Background: an optimization exercise with open tools, aiming at small area, a short achievable clock period and few clock cycles per item. Do not read the settings as production practice. Power is estimated from default activity; no workload was simulated.

// bson_field_locator
module bson_field_locator (
  input  logic                 clk,
  input  logic                 rst,
  input  logic                 in_valid,
  output logic                 in_ready,
  input  logic [7:0]           doc_byte,
  input  logic                 doc_last,
  output logic                 out_valid,
  input  logic                 out_ready,
  output logic [1:0]           status,
  output logic [bfl_pkg::OUT_OFS_W-1:0] element_offset,
  output logic [7:0]           element_type,
  output logic [bfl_pkg::OUT_OFS_W-1:0] value_offset,
  input  logic                 cfg_valid,
  output logic                 cfg_ready,
  input  logic [1:0]           cfg_index,
  input  logic [63:0]          cfg_data
);
For scale: about 1200 cells after synthesis, about 260 flip-flops, ~12000 µm² of cells after synthesis.
export LEC_CHECK = 0
export ABC_AREA = 1
export CAP_MARGIN = 20
export CORE_MARGIN = 2
export CORE_UTILIZATION = 40
export CTS_CLUSTER_DIAMETER = 80
export CTS_CLUSTER_SIZE = 30
export SETUP_SLACK_MARGIN = 2.8
export SLEW_MARGIN = 20
create_clock -name core_clock -period 5.0 [get_ports {clk}]
standard.sh (not shown) runs the stock make flow with config.mk's settings and CLKGATE_MAP_FILE= SYNTH_SCRIPT=/design/flow/synth_recipe.tcl, a recipe that flattens the netlist after the stock synthesis.
==> flow/flow/run.sh <==
#!/bin/bash
# The standard layout (the standard.sh: its synthesis, floorplan, placement, CTS and routing
# unchanged), with the port buffers that global placement inserts made buf_1 cells instead of the
# default delay-buffer cells. Every input and output port still gets its own buffer.
set -euo pipefail
bash standard.sh "BUFFER_PORTS_ARGS=-buffer_cell sky130_fd_sc_hd__buf_1" finish > standard_make.log 2>&1
Then changed:
--- a/flow/design.v
+++ b/flow/design.v
@@ -299,38 +299,33 @@
       end
       if (p_len) begin
         skip  <= nlen;
         s_end <= n_one;
       end
       if (p_skip) begin
         skip  <= skip - 32'd1;
         s_end <= s_two;
       end
     end
   end
+  logic        pos_ld, pos_inc, es_ld, st_ld;
+  logic [23:0] pos_new;
+  assign pos_ld  = proc && (clear_res || (p_hdr && cnt3) || (!p_hdr && !p_idle));
+  assign pos_new = clear_res ? 24'd0 : (p_hdr ? 24'd4 : pos + 24'd1);
+  assign es_ld   = proc && (clear_res || p_type);
+  assign st_ld   = proc && emit;
   always_ff @(posedge clk) begin
-    if (proc) begin
-      if (clear_res) begin
-        pos    <= 24'd0;
-        estart <= 24'd0;
-        etype  <= 8'd0;
-      end else begin
-        if (p_hdr && cnt3) pos <= 24'd4;
-        else if (!p_hdr && !p_idle) pos <= pos + 24'd1;
-        if (p_type) begin
-          estart <= pos;
-          etype  <= cur;
-        end
-      end
-      if (emit) st <= emit_status;
-    end
+    pos    <= (pos_new & {24{pos_ld}}) | (pos & {24{!pos_ld}});
+    estart <= (pos & {24{es_ld && !clear_res}}) | (estart & {24{!es_ld}});
+    etype  <= (cur & {8{es_ld && !clear_res}}) | (etype & {8{!es_ld}});
+    st     <= (emit_status & {2{st_ld}}) | (st & {2{!st_ld}});
   end
   logic v_n, l_n;
   assign v_n = in_fire || (v_r && !proc);
   assign l_n = in_fire ? doc_last : last;
   always_ff @(posedge clk) begin
     if (rst) begin
       out_valid <= 1'b0;
       in_rdy    <= 1'b1;
       v_r       <= 1'b0;
     end else begin
       out_valid <= ov_next;
Effect:
- setup slack degrades by 0.054 ns
- global-route usage is about the same
- wire length goes down by 4.5%
- register-to-register slack is better by 0.03 ns
- count of clock-buffer cells in the layout went up by 3
- core utilization goes up by 0.34 points
- via count is lower by 2.7%
- final area came out lower by 2.4%
- critical path depth rises by 1
No run of this note included a check of the RTL's function; only the layout flow was run.

========
Another version of the RTL of bson_field_locator (not shown whole).
For scale: roughly 1,300 cells after synthesis, about 230 flip-flops, ~12,000 um2 of cells after synthesis.
clock: 5.0 ns
lec_check: 0
abc_area: 1
cap_margin: 20
core_margin: 2
core_utilization: 40
cts_cluster_diameter: 80
cts_cluster_size: 30
setup_slack_margin: 2.8
slew_margin: 20
Scripts as last shown in full above: flow/flow/run.sh
Change:
--- a/flow/design.v
+++ b/flow/design.v
@@ -84,14 +84,15 @@
   logic [4:0]  cnt;                 
   logic        mism;                
   logic        bad;                 
   logic        flag;                
   logic [7:0]  tgt_r;               
   logic [31:0] skip;                
   logic [23:0] pos;                 
+  logic [23:0] estart;              
   logic [1:0]  st;
   logic        in_rdy;
   logic        in_fire, proc, emit, found, emit_fire, clear_res, ov_next;
   logic [1:0]  emit_status;
   logic        name_match, name_end, cnt3;
   logic [7:0]  tgt_next;
   assign in_ready  = in_rdy;
@@ -296,28 +297,31 @@
           bad  <= bad && (cur == 8'hff);
         end
       end
     end
   end
   always_ff @(posedge clk) begin
     if (proc) begin
-      if (p_type) skip <= {cur, pos};
-      if (name_end && !name_match) begin
-        skip  <= {28'd0, t_size};
-      end
+      if (p_type) skip <= {cur, 24'd0};
+      if (name_end && !name_match) skip <= {28'd0, t_size};
       if (p_len) skip <= nlen;
       if (p_skip) skip <= skip - 32'd1;
       if (clear_res) skip <= 32'd0;
     end
   end
   always_ff @(posedge clk) begin
     if (proc) begin
-      if (clear_res) pos <= 24'd0;
-      else if (p_hdr && cnt3) pos <= 24'd4;
-      else if (!p_hdr && !p_idle) pos <= pos + 24'd1;
+      if (clear_res) begin
+        pos    <= 24'd0;
+        estart <= 24'd0;
+      end else begin
+        if (p_hdr && cnt3) pos <= 24'd4;
+        else if (!p_hdr && !p_idle) pos <= pos + 24'd1;
+        if (p_type) estart <= pos;
+      end
       if (emit) st <= emit_status;
     end
   end
   logic v_n, l_n;
   assign v_n = in_fire || (v_r && !proc);
   assign l_n = in_fire ? doc_last : last;
   always_ff @(posedge clk) begin
@@ -328,11 +332,11 @@
     end else begin
       out_valid <= ov_next;
       v_r       <= v_n;
       in_rdy    <= !v_n || !ov_next || (emit_fire && !(last && l_n));
     end
   end
   assign status         = st;
-  assign element_offset = skip[23:0];
+  assign element_offset = estart;
   assign element_type   = skip[31:24];
   assign value_offset   = pos;
 endmodule
Via count decreases by 6.5%. Sequential cell count rises by 24. Synthesized cell count increases by 1.3%. Sequential power increases by about 10%. Clock skew goes down by 0.0081 ns. Global-route usage is lower by 3.6 points. Routed wire length went down by 12%.
No run of this note included a check of the RTL's function; only the layout flow was run.

## afterwards: timing with drivers on the ports
The flow's constraints put no driver on any port. The routed layouts listed below were extracted and timed again, unchanged, in two steps. Step 1 assumes that a clkbuf_16 drives the clock port and a buf_2 every other input. Step 2 adds t to the input delays and takes it off the output delays; t is the mean of the earliest and latest rising clock arrival at the registers after step 1. Input paths then give back, and output paths get back, about the clock's delay inside the block. a / b / c = no drivers / after step 1 / after step 2; a / b = the first two.
| run | t (ns) | slack for setup (ns) | worst setup path after step 2 |
|---|---|---|---|
| the first run of note 1 | 0.541 | 2.828 / 2.780 / 2.441 | input to register |
| the second run of note 1 | 0.551 | 2.774 / 2.723 / 2.431 | input to register |
| the first run of note 2 | 0.540 | 2.764 / 2.718 / 2.458 | input to register |
| the second run of note 2 | 0.550 | 2.830 / 2.780 / 2.437 | input to register |
After both steps every run listed still meets setup and hold. For the second run of note 2, which loses most, drivers alone change the setup slack by -0.050 ns; drivers and shift together by -0.393 ns.
